Background: an optimization exercise with open tools, aiming at small area. Do not read the settings as production practice.
Function was checked by simulation only, so behaviour that the tests miss may differ from the original.
Power and IR drop assume default switching activity.

Setup of P:
==> flow/design.v <==
package flr_csr_pkg;
    localparam logic [15:0] DFH_OFS     = 16'h0000;
    localparam logic [15:0] SCRATCH_OFS = 16'h0008;
    localparam logic [15:0] TESTPAD_OFS = 16'h0028;
    localparam logic [1:0] FLR_IDLE  = 2'd0;
    localparam logic [1:0] FLR_DRAIN = 2'd1;
    localparam logic [1:0] FLR_CLEAR = 2'd2;
    localparam logic [1:0] FLR_ACK   = 2'd3;
    localparam logic [1:0] CLS_NONE    = 2'd0;
    localparam logic [1:0] CLS_DFH     = 2'd1;
    localparam logic [1:0] CLS_SCRATCH = 2'd2;
    localparam logic [1:0] CLS_TESTPAD = 2'd3;
endpackage
module flr_csr_responder
#(
    parameter int          NUM_FUNCS = 4,
    parameter logic [63:0] DFH_VALUE = 64'h3000000010000020,
    parameter logic [19:0] WIN_BASE  = 20'h10000,
    parameter int          TAG_W     = 10
) (
    input  logic             clk,
    input  logic             rst_n,
    input  logic             req_valid,
    output logic             req_ready,
    input  logic             req_write,
    input  logic [3:0]       req_func,
    input  logic [19:0]      req_addr,
    input  logic [63:0]      req_wdata,
    input  logic [TAG_W-1:0] req_tag,
    output logic             rsp_valid,
    input  logic             rsp_ready,
    output logic [63:0]      rsp_data,
    output logic [TAG_W-1:0] rsp_tag,
    output logic             rsp_err,
    input  logic             flr_req_valid,
    output logic             flr_req_ready,
    input  logic [3:0]       flr_func,
    output logic             flr_ack
);
    logic [1:0]  state_q, state_d;
    logic [1:0]  flr_func_q;           
    logic        req_ready_q, req_ready_d;
    logic        cnt_ge1_q, cnt_ge1_d;  
    logic        cnt_eq2_q, cnt_eq2_d;
    logic [7:0]       rf_vld_q, rf_vld_d;
    logic [7:0][63:0] rf_q;
    logic [63:0]      hd_data_q, hd_data_d;
    logic [TAG_W-1:0] hd_tag_q;
    logic             hd_err_q;
    logic [TAG_W-1:0] e1_tag_q;
    logic             e1_err_q;
    logic [1:0]       e1_func_q;
    logic [1:0]       e1_cls_q;
    logic        accept_s, pop_s, push_s, req_err_s, cnt_zero_next_s;
    logic [1:0]  req_cls_s;
    logic [1:0]  src_func_s, src_cls_s;
    logic        src_err_s, load_s;
    logic [TAG_W-1:0] src_tag_s;
    logic [7:0]  rd_sel_s;
    logic        dfh_sel_s, err_sel_s;
    assign accept_s = req_valid && req_ready_q;
    assign pop_s    = cnt_ge1_q && rsp_ready;
    always_comb begin
        case (req_addr[15:0])
            flr_csr_pkg::DFH_OFS:     req_cls_s = flr_csr_pkg::CLS_DFH;
            flr_csr_pkg::SCRATCH_OFS: req_cls_s = flr_csr_pkg::CLS_SCRATCH;
            flr_csr_pkg::TESTPAD_OFS: req_cls_s = flr_csr_pkg::CLS_TESTPAD;
            default:                  req_cls_s = flr_csr_pkg::CLS_NONE;
        endcase
        req_err_s = (req_addr[19:16] != WIN_BASE[19:16])
                 || (req_addr[2:0] != 3'b000)
                 || (req_func[3:2] != 2'b00)
                 || (((state_q == flr_csr_pkg::FLR_DRAIN) || (state_q == flr_csr_pkg::FLR_CLEAR))
                     && (req_func[1:0] == flr_func_q));
        push_s = accept_s && (!req_write || req_err_s);
    end
    always_comb begin
        cnt_ge1_d       = push_s || cnt_eq2_q || (cnt_ge1_q && !pop_s);
        cnt_eq2_d       = (push_s && cnt_ge1_q && !pop_s) || (cnt_eq2_q && !pop_s);
        cnt_zero_next_s = !cnt_ge1_d;
    end
    always_comb begin
        state_d = state_q;
        case (state_q)
            flr_csr_pkg::FLR_IDLE:
                if (flr_req_valid)
                    state_d = (flr_func[3:2] != 2'b00) ? flr_csr_pkg::FLR_ACK : flr_csr_pkg::FLR_DRAIN;
            flr_csr_pkg::FLR_DRAIN:
                if (cnt_zero_next_s) state_d = flr_csr_pkg::FLR_CLEAR;
            flr_csr_pkg::FLR_CLEAR: state_d = flr_csr_pkg::FLR_ACK;
            default:                state_d = flr_csr_pkg::FLR_IDLE;
        endcase
        req_ready_d = !cnt_eq2_d && (state_d != flr_csr_pkg::FLR_CLEAR);
    end
    always_comb begin
        rf_vld_d = rf_vld_q;
        for (int i = 0; i < 8; i++) begin
            if (accept_s && req_write && !req_err_s && (req_func[1:0] == 2'(i >> 1))
                && (req_cls_s == ((i & 1) ? flr_csr_pkg::CLS_TESTPAD : flr_csr_pkg::CLS_SCRATCH)))
                rf_vld_d[i] = 1'b1;
            if ((state_q == flr_csr_pkg::FLR_CLEAR) && (flr_func_q == 2'(i >> 1)))
                rf_vld_d[i] = 1'b0;
        end
    end
    always_ff @(posedge clk) begin
        if (!rst_n) begin
            state_q     <= flr_csr_pkg::FLR_IDLE;
            req_ready_q <= 1'b0;
            cnt_ge1_q   <= 1'b0;
            cnt_eq2_q   <= 1'b0;
            rf_vld_q    <= '0;
        end else begin
            state_q     <= state_d;
            req_ready_q <= req_ready_d;
            cnt_ge1_q   <= cnt_ge1_d;
            cnt_eq2_q   <= cnt_eq2_d;
            rf_vld_q    <= rf_vld_d;
        end
    end
    always_ff @(posedge clk) begin
        if (state_q == flr_csr_pkg::FLR_IDLE) flr_func_q <= flr_func[1:0];
    end
    always_ff @(posedge clk) begin
        for (int i = 0; i < 8; i++) begin
            if (rst_n && accept_s && req_write && !req_err_s && (req_func[1:0] == 2'(i >> 1))
                && (req_cls_s == ((i & 1) ? flr_csr_pkg::CLS_TESTPAD : flr_csr_pkg::CLS_SCRATCH)))
                rf_q[i] <= req_wdata;
        end
    end
    always_comb begin
        src_func_s = cnt_eq2_q ? e1_func_q : req_func[1:0];
        src_cls_s  = cnt_eq2_q ? e1_cls_q  : req_cls_s;
        src_err_s  = cnt_eq2_q ? e1_err_q  : req_err_s;
        src_tag_s  = cnt_eq2_q ? e1_tag_q  : req_tag;
        load_s     = !cnt_ge1_q || rsp_ready;
        for (int i = 0; i < 8; i++) begin
            rd_sel_s[i] = load_s && !src_err_s && (src_func_s == 2'(i >> 1)) && rf_vld_q[i]
                       && (src_cls_s == ((i & 1) ? flr_csr_pkg::CLS_TESTPAD : flr_csr_pkg::CLS_SCRATCH));
        end
        dfh_sel_s = load_s && !src_err_s && (src_cls_s == flr_csr_pkg::CLS_DFH);
        err_sel_s = load_s && src_err_s;
        hd_data_d = ({64{!load_s}} & hd_data_q) | {64{err_sel_s}} | ({64{dfh_sel_s}} & DFH_VALUE);
        for (int i = 0; i < 8; i++) begin
            hd_data_d = hd_data_d | ({64{rd_sel_s[i]}} & rf_q[i]);
        end
    end
    always_ff @(posedge clk) begin
        hd_data_q <= hd_data_d;
        if (load_s) begin
            hd_tag_q <= src_tag_s;
            hd_err_q <= src_err_s;
        end
        if (!cnt_eq2_q) begin
            e1_tag_q  <= req_tag;
            e1_err_q  <= req_err_s;
            e1_func_q <= req_func[1:0];
            e1_cls_q  <= req_cls_s;
        end
    end
    assign req_ready     = req_ready_q;
    assign rsp_valid     = cnt_ge1_q;
    assign rsp_data      = hd_data_q;
    assign rsp_tag       = hd_tag_q;
    assign rsp_err       = hd_err_q;
    assign flr_req_ready = (state_q == flr_csr_pkg::FLR_IDLE);
    assign flr_ack       = (state_q == flr_csr_pkg::FLR_ACK);
endmodule
clock: 5.0 ns
lec_check: 0
cap_margin: 0
core_margin: 2
core_utilization: 60
place_density: 0.75
slew_margin: 0
standard.sh (not shown) runs the stock make flow with config.mk's settings and CLKGATE_MAP_FILE= SYNTH_SCRIPT=/design/flow/synth_recipe.tcl, a recipe that flattens the netlist after the stock synthesis.
==> flow/flow/run.sh <==
#!/bin/bash
# Own layout flow: the standard ORFS flow, with each port buffered by the smallest buffer
# and the clock tree built without dummy loads.
set -euo pipefail
export BUFFER_PORTS_ARGS="-buffer_cell sky130_fd_sc_hd__buf_1"
export CTS_ARGS="-sink_clustering_enable -repair_clock_nets -dont_use_dummy_load -buf_list sky130_fd_sc_hd__clkbuf_8"
bash standard.sh > standard_flow.log 2>&1
P | stages: all done | timing, DRC, antenna: all pass
diff inputs: P => Q
Settings: an added GPL_TIMING_DRIVEN of 0.
## What came out
- The global-route total usage across every layer of Q is higher than that of P.
- Largest net degree at the start of global routing: Q lower than P
- From P to Q the numbers moved as follows: detail-routed net length per standard cell saw an increase; global placement routability congestion saw little to no change; portion of the clock cycle consumed by the worst path in the final layout saw an increase.

---

RTL: the design.v shown in full above, as it stands there.
clock: 5.0 ns
lec_check: 0
cap_margin: 0
core_margin: 2
core_utilization: 40
cts_buf_list: sky130_fd_sc_hd__clkbuf_4
cts_cluster_size: 20
place_density: 0.6
slew_margin: 0
run.sh (not shown) runs the stock make flow with config.mk's settings and CLKGATE_MAP_FILE= SYNTH_SCRIPT=/design/flow/synth_recipe.tcl, a recipe that flattens the netlist after the stock synthesis.
Stock flow here: none of the scripts above is used.
Next try:
==> flow/flow/run.sh (new file) <==
#!/bin/bash
# Own layout flow: the standard ORFS flow, with each port buffered by the smallest buffer
# and a clock tree of fewer, larger sink clusters built without dummy loads.
set -euo pipefail
export BUFFER_PORTS_ARGS="-buffer_cell sky130_fd_sc_hd__buf_1"
export CTS_ARGS="-sink_clustering_enable -repair_clock_nets -dont_use_dummy_load -sink_buffer_max_cap_derate 1.0 -buf_list sky130_fd_sc_hd__clkbuf_16 -sink_clustering_size 25 -sink_clustering_max_diameter 100"
bash standard.sh > standard_flow.log 2>&1
==> flow/standard.sh (new file) <==
#!/bin/bash
# synth_recipe.tcl (not shown) runs the flow's synth.tcl, then flattens the netlist and writes it again
# the make line also repeats each setting of config.mk as NAME=value (left out here)
make -C /OpenROAD-flow-scripts/flow DESIGN_CONFIG=/design/flow/config.mk WORK_HOME=/design/flow/orfs CLKGATE_MAP_FILE= SYNTH_SCRIPT=/design/flow/synth_recipe.tcl "${@:-finish}"
--- a/flow/config.mk
+++ b/flow/config.mk
@@ -9,6 +9,4 @@
 export CORE_MARGIN = 2
-export CORE_UTILIZATION = 40
-export CTS_BUF_LIST = sky130_fd_sc_hd__clkbuf_4
-export CTS_CLUSTER_SIZE = 20
-export PLACE_DENSITY = 0.6
+export CORE_UTILIZATION = 70
+export PLACE_DENSITY = 0.8
 export SLEW_MARGIN = 0
removed: flow/run.sh
Wire length came out lower by 9.9%.
Sequential cell count does not change.
Core utilization came out higher by 28 points.
Sequential share of layout area came out higher by 8.5 points.
Design area came out lower by 11%.
Hold slack gets better by 29 ps.
Power came out lower by 20%.
Final cell count came out lower by about 24%.
Combinational power came out lower by 24%.
Register-to-register slack gets worse by 380 ps.
Next try:
==> flow/flow/run.sh (replaced) <==
#!/bin/bash
# Own layout flow: the standard ORFS flow, with each port buffered by the smallest buffer
# and a clock tree of fewer, larger sink clusters built without dummy loads.
set -euo pipefail
export BUFFER_PORTS_ARGS="-buffer_cell sky130_fd_sc_hd__buf_1"
export CTS_ARGS="-sink_clustering_enable -repair_clock_nets -dont_use_dummy_load -sink_buffer_max_cap_derate 1.0 -buf_list sky130_fd_sc_hd__clkbuf_8 -sink_clustering_size 14 -sink_clustering_max_diameter 100"
bash standard.sh > standard_flow.log 2>&1
--- a/flow/config.mk
+++ b/flow/config.mk
@@ -9,4 +9,4 @@
 export CORE_MARGIN = 2
-export CORE_UTILIZATION = 70
-export PLACE_DENSITY = 0.8
+export CORE_UTILIZATION = 60
+export PLACE_DENSITY = 0.75
 export SLEW_MARGIN = 0
After rerunning: Final cell count grows by about 4.3%. Global-route usage came out lower by 4.5 points. Sequential cell count stays the same.
Next try:
==> flow/run.sh (new file) <==
#!/bin/bash
# synth_recipe.tcl (not shown) runs the flow's synth.tcl, then flattens the netlist and writes it again
# the make line also repeats each setting of config.mk as NAME=value (left out here)
make -C /OpenROAD-flow-scripts/flow DESIGN_CONFIG=/design/flow/config.mk WORK_HOME=/design/flow/orfs CLKGATE_MAP_FILE= SYNTH_SCRIPT=/design/flow/synth_recipe.tcl finish
--- a/flow/config.mk
+++ b/flow/config.mk
@@ -7,6 +7,6 @@
 export LEC_CHECK = 0
-export CAP_MARGIN = 0
+export CAP_MARGIN = 20
 export CORE_MARGIN = 2
-export CORE_UTILIZATION = 60
-export PLACE_DENSITY = 0.75
-export SLEW_MARGIN = 0
+export CORE_UTILIZATION = 40
+export PLACE_DENSITY = 0.6
+export SLEW_MARGIN = 20
removed: flow/flow/run.sh
removed: flow/standard.sh
=>
- wire length goes up by about 12%
- setup slack is worse by 290 ps
- power came out higher by 31%
- synthesized area is unchanged
- cell area rises by about 13%
- sequential share of layout area went down by 8.3 points
- first-iteration DRC count decreases by 3.8%
- non-clock buffer count increases by 6
- final cell count came out higher by 17%
Next try:
--- a/flow/config.mk
+++ b/flow/config.mk
@@ -7,6 +7,8 @@
 export LEC_CHECK = 0
-export CAP_MARGIN = 20
+export CAP_MARGIN = 0
 export CORE_MARGIN = 2
-export CORE_UTILIZATION = 40
-export PLACE_DENSITY = 0.6
-export SLEW_MARGIN = 20
+export CORE_UTILIZATION = 60
+export CTS_BUF_LIST = sky130_fd_sc_hd__clkbuf_8
+export CTS_CLUSTER_SIZE = 30
+export PLACE_DENSITY = 0.75
+export SLEW_MARGIN = 0
=> Synthesized cell count is unchanged. Final area drops by about 2.3%. Maximum frequency rose by about 7%. Worst setup slack improves by 240 ps. Global-route usage went up by 7.0 points.

---

v27:
flr_csr_responder, a different RTL version from the one above (not shown whole).
Size in the first run: roughly 1100 cells after synthesis, about 620 flip-flops, ~21000 um2 of cells after synthesis.
==> flow/design.v (excerpt) <==
module flr_csr_responder
#(
    parameter int          NUM_FUNCS = 4,
    parameter logic [63:0] DFH_VALUE = 64'h3000000010000020,
    parameter logic [19:0] WIN_BASE  = 20'h10000,
    parameter int          TAG_W     = 10
) (
    input  logic             clk,
    input  logic             rst_n,
    input  logic             req_valid,
    output logic             req_ready,
    input  logic             req_write,
    input  logic [3:0]       req_func,
    input  logic [19:0]      req_addr,
    input  logic [63:0]      req_wdata,
    input  logic [TAG_W-1:0] req_tag,
    output logic             rsp_valid,
    input  logic             rsp_ready,
    output logic [63:0]      rsp_data,
    output logic [TAG_W-1:0] rsp_tag,
    output logic             rsp_err,
    input  logic             flr_req_valid,
    output logic             flr_req_ready,
    input  logic [3:0]       flr_func,
    output logic             flr_ack
);
clock: 5.0 ns
lec_check: 0
cap_margin: 0
core_margin: 2
core_utilization: 78
place_density: 0.86
slew_margin: 0
standard.sh (not shown) runs the stock make flow with config.mk's settings and CLKGATE_MAP_FILE= SYNTH_SCRIPT=/design/flow/synth_recipe.tcl, a recipe that flattens the netlist after the stock synthesis.
==> flow/flow/run.sh <==
#!/bin/bash
# Own layout flow: the standard ORFS flow (standard.sh) with these changes.
#  1. Synthesis (own_synth.tcl) maps the logic with an area-oriented abc script and uses a
#     cell-level netlist for the queue head's per-bit select; registers are as in the standard
#     synthesis (same names and cells).
#  2. Each port is buffered with the smallest buffer.
#  3. The clock tree uses fewer, larger sink clusters and no dummy loads.
set -euo pipefail
W=$PWD
export BUFFER_PORTS_ARGS="-buffer_cell sky130_fd_sc_hd__buf_1"
export CTS_ARGS="-sink_clustering_enable -repair_clock_nets -dont_use_dummy_load -sink_buffer_max_cap_derate 1.0 -buf_list sky130_fd_sc_hd__clkbuf_8 -sink_clustering_size 18 -sink_clustering_max_diameter 50"
export OWN_ABC_SCRIPT=$W/flow/area.abc
export OWN_CELLS_V="flr_csr_head_bit $W/flow/head_bit_cells.v"
sed -E "s#SYNTH_SCRIPT=[^ ]+#SYNTH_SCRIPT=$W/flow/own_synth.tcl#" standard.sh > own_standard.sh
grep -q "SYNTH_SCRIPT=$W/flow/own_synth.tcl" own_standard.sh
bash own_standard.sh > own_flow.log 2>&1
Other scripts of this flow, unchanged in this note and not shown: flow/flow/area.abc, flow/flow/head_bit_cells.v, flow/flow/own_synth.tcl
Input changes introduced in v14 (baseline for comparison: v27):
Settings: changing PLACE_DENSITY from 0.86 to 0.8; changing CORE_UTILIZATION from 78 to 70.
-- flow/flow/run.sh --
<<< v27, line 9
W=$PWD
export BUFFER_PORTS_ARGS="-buffer_cell sky130_fd_sc_hd__buf_1"
export CTS_ARGS="-sink_clustering_enable -repair_clock_nets -dont_use_dummy_load -sink_buffer_max_cap_derate 1.0 -buf_list sky130_fd_sc_hd__clkbuf_8 -sink_clustering_size 18 -sink_clustering_max_diameter 50"
export OWN_ABC_SCRIPT=$W/flow/area.abc
export OWN_CELLS_V="flr_csr_head_bit $W/flow/head_bit_cells.v"
>>> v14, line 9
W=$PWD
export BUFFER_PORTS_ARGS="-buffer_cell sky130_fd_sc_hd__buf_1"
export CTS_ARGS="-sink_clustering_enable -repair_clock_nets -dont_use_dummy_load -sink_buffer_max_cap_derate 1.0 -buf_list sky130_fd_sc_hd__clkbuf_8 -sink_clustering_size 14 -sink_clustering_max_diameter 100"
export OWN_ABC_SCRIPT=$W/flow/area.abc
export OWN_CELLS_V="flr_csr_head_bit $W/flow/head_bit_cells.v"
Findings:
Number of slew-limit violations in the final report came out exactly the same in v14 and v27.
Cells: v14 has more instances than v27
Of the two values seen for slowest cell on the critical path, and3_2 was produced by v27 and nand2b_1 by v14.
In the metrics for v14 and v27, the one carrying the lower worst slew slack as a fraction of its limit is v27.
Between v27 and v14, the flow reports total wire length decreasing by a few percent.
Summary of v14 over v27: critical path depth lower; setup slack higher.
Input-level comparison between v53 and v14:
-- flow/flow/run.sh --
<<< v14, line 9
W=$PWD
export BUFFER_PORTS_ARGS="-buffer_cell sky130_fd_sc_hd__buf_1"
export CTS_ARGS="-sink_clustering_enable -repair_clock_nets -dont_use_dummy_load -sink_buffer_max_cap_derate 1.0 -buf_list sky130_fd_sc_hd__clkbuf_8 -sink_clustering_size 14 -sink_clustering_max_diameter 100"
export OWN_ABC_SCRIPT=$W/flow/area.abc
export OWN_CELLS_V="flr_csr_head_bit $W/flow/head_bit_cells.v"
>>> v53, line 9
W=$PWD
export BUFFER_PORTS_ARGS="-buffer_cell sky130_fd_sc_hd__buf_1"
export CTS_ARGS="-sink_clustering_enable -repair_clock_nets -dont_use_dummy_load -sink_buffer_max_cap_derate 1.0 -buf_list sky130_fd_sc_hd__clkbuf_8 -sink_clustering_size 18 -sink_clustering_max_diameter 50"
export OWN_ABC_SCRIPT=$W/flow/area.abc
export OWN_CELLS_V="flr_csr_head_bit $W/flow/head_bit_cells.v"
## What came out
Of v53 and v14, v53 shows the higher depth of the worst register-to-register path, with v14 below it.
Between v53 and v14, the difference in die height is negligible.
When v53 is measured against v14, its via count turns out 0.50% lower.
Period utilization in v53 is 0.44 points below v14.
Power: v53 draws less than v14
Post-detailed-route via-to-cell ratio across v53 and v14: no real change.

[afterwards: timing with drivers on the ports]
In the flow no input, the clock included, has a driving cell. The finished layouts below were timed again as built, in two steps. Step 1: set_driving_cell puts a clkbuf_16 on clk and a buf_2 on each other input, an assumption about the parent block. Step 2 adds t to the input delays and takes it off the output delays; t is the mean of the earliest and latest rising clock arrival at the registers after step 1. Input paths then give back, and output paths get back, about the clock's delay inside the block. Slacks: no drivers / after step 1 / after step 2; pairs: no drivers / after step 1.
run	t, ns	setup slack, ns	worst setup path after step 2	clock arrival spread, ns
P	0.664	1.472 / 1.500 / 0.836	input to register	0.054 / 0.055
Q	0.666	0.885 / 0.903 / 0.236	input to register	0.079 / 0.079
the first run of note 2	0.981	1.505 / 1.536 / 0.555	input to register	0.054 / 0.055
the second run of note 2	0.631	1.480 / 1.480 / 0.896	input to register	0.051 / 0.051
the third run of note 2	0.649	1.461 / 1.492 / 0.843	input to register	0.094 / 0.093
the fourth run of note 2	0.627	1.173 / 1.205 / 0.579	input to register	0.027 / 0.027
the fifth run of note 2	0.672	1.418 / 1.435 / 0.763	input to register	0.030 / 0.030
v27	0.629	1.420 / 1.448 / 0.819	input to register	0.063 / 0.063
v14	0.637	1.574 / 1.590 / 0.953	input to register	0.049 / 0.050
v53	0.615	1.596 / 1.610 / 0.995	input to register	0.025 / 0.025
After both steps setup and hold are still met in every run listed. For the first run of note 2, which loses most, drivers alone change the setup slack by +0.031 ns; drivers and shift together by -0.950 ns.
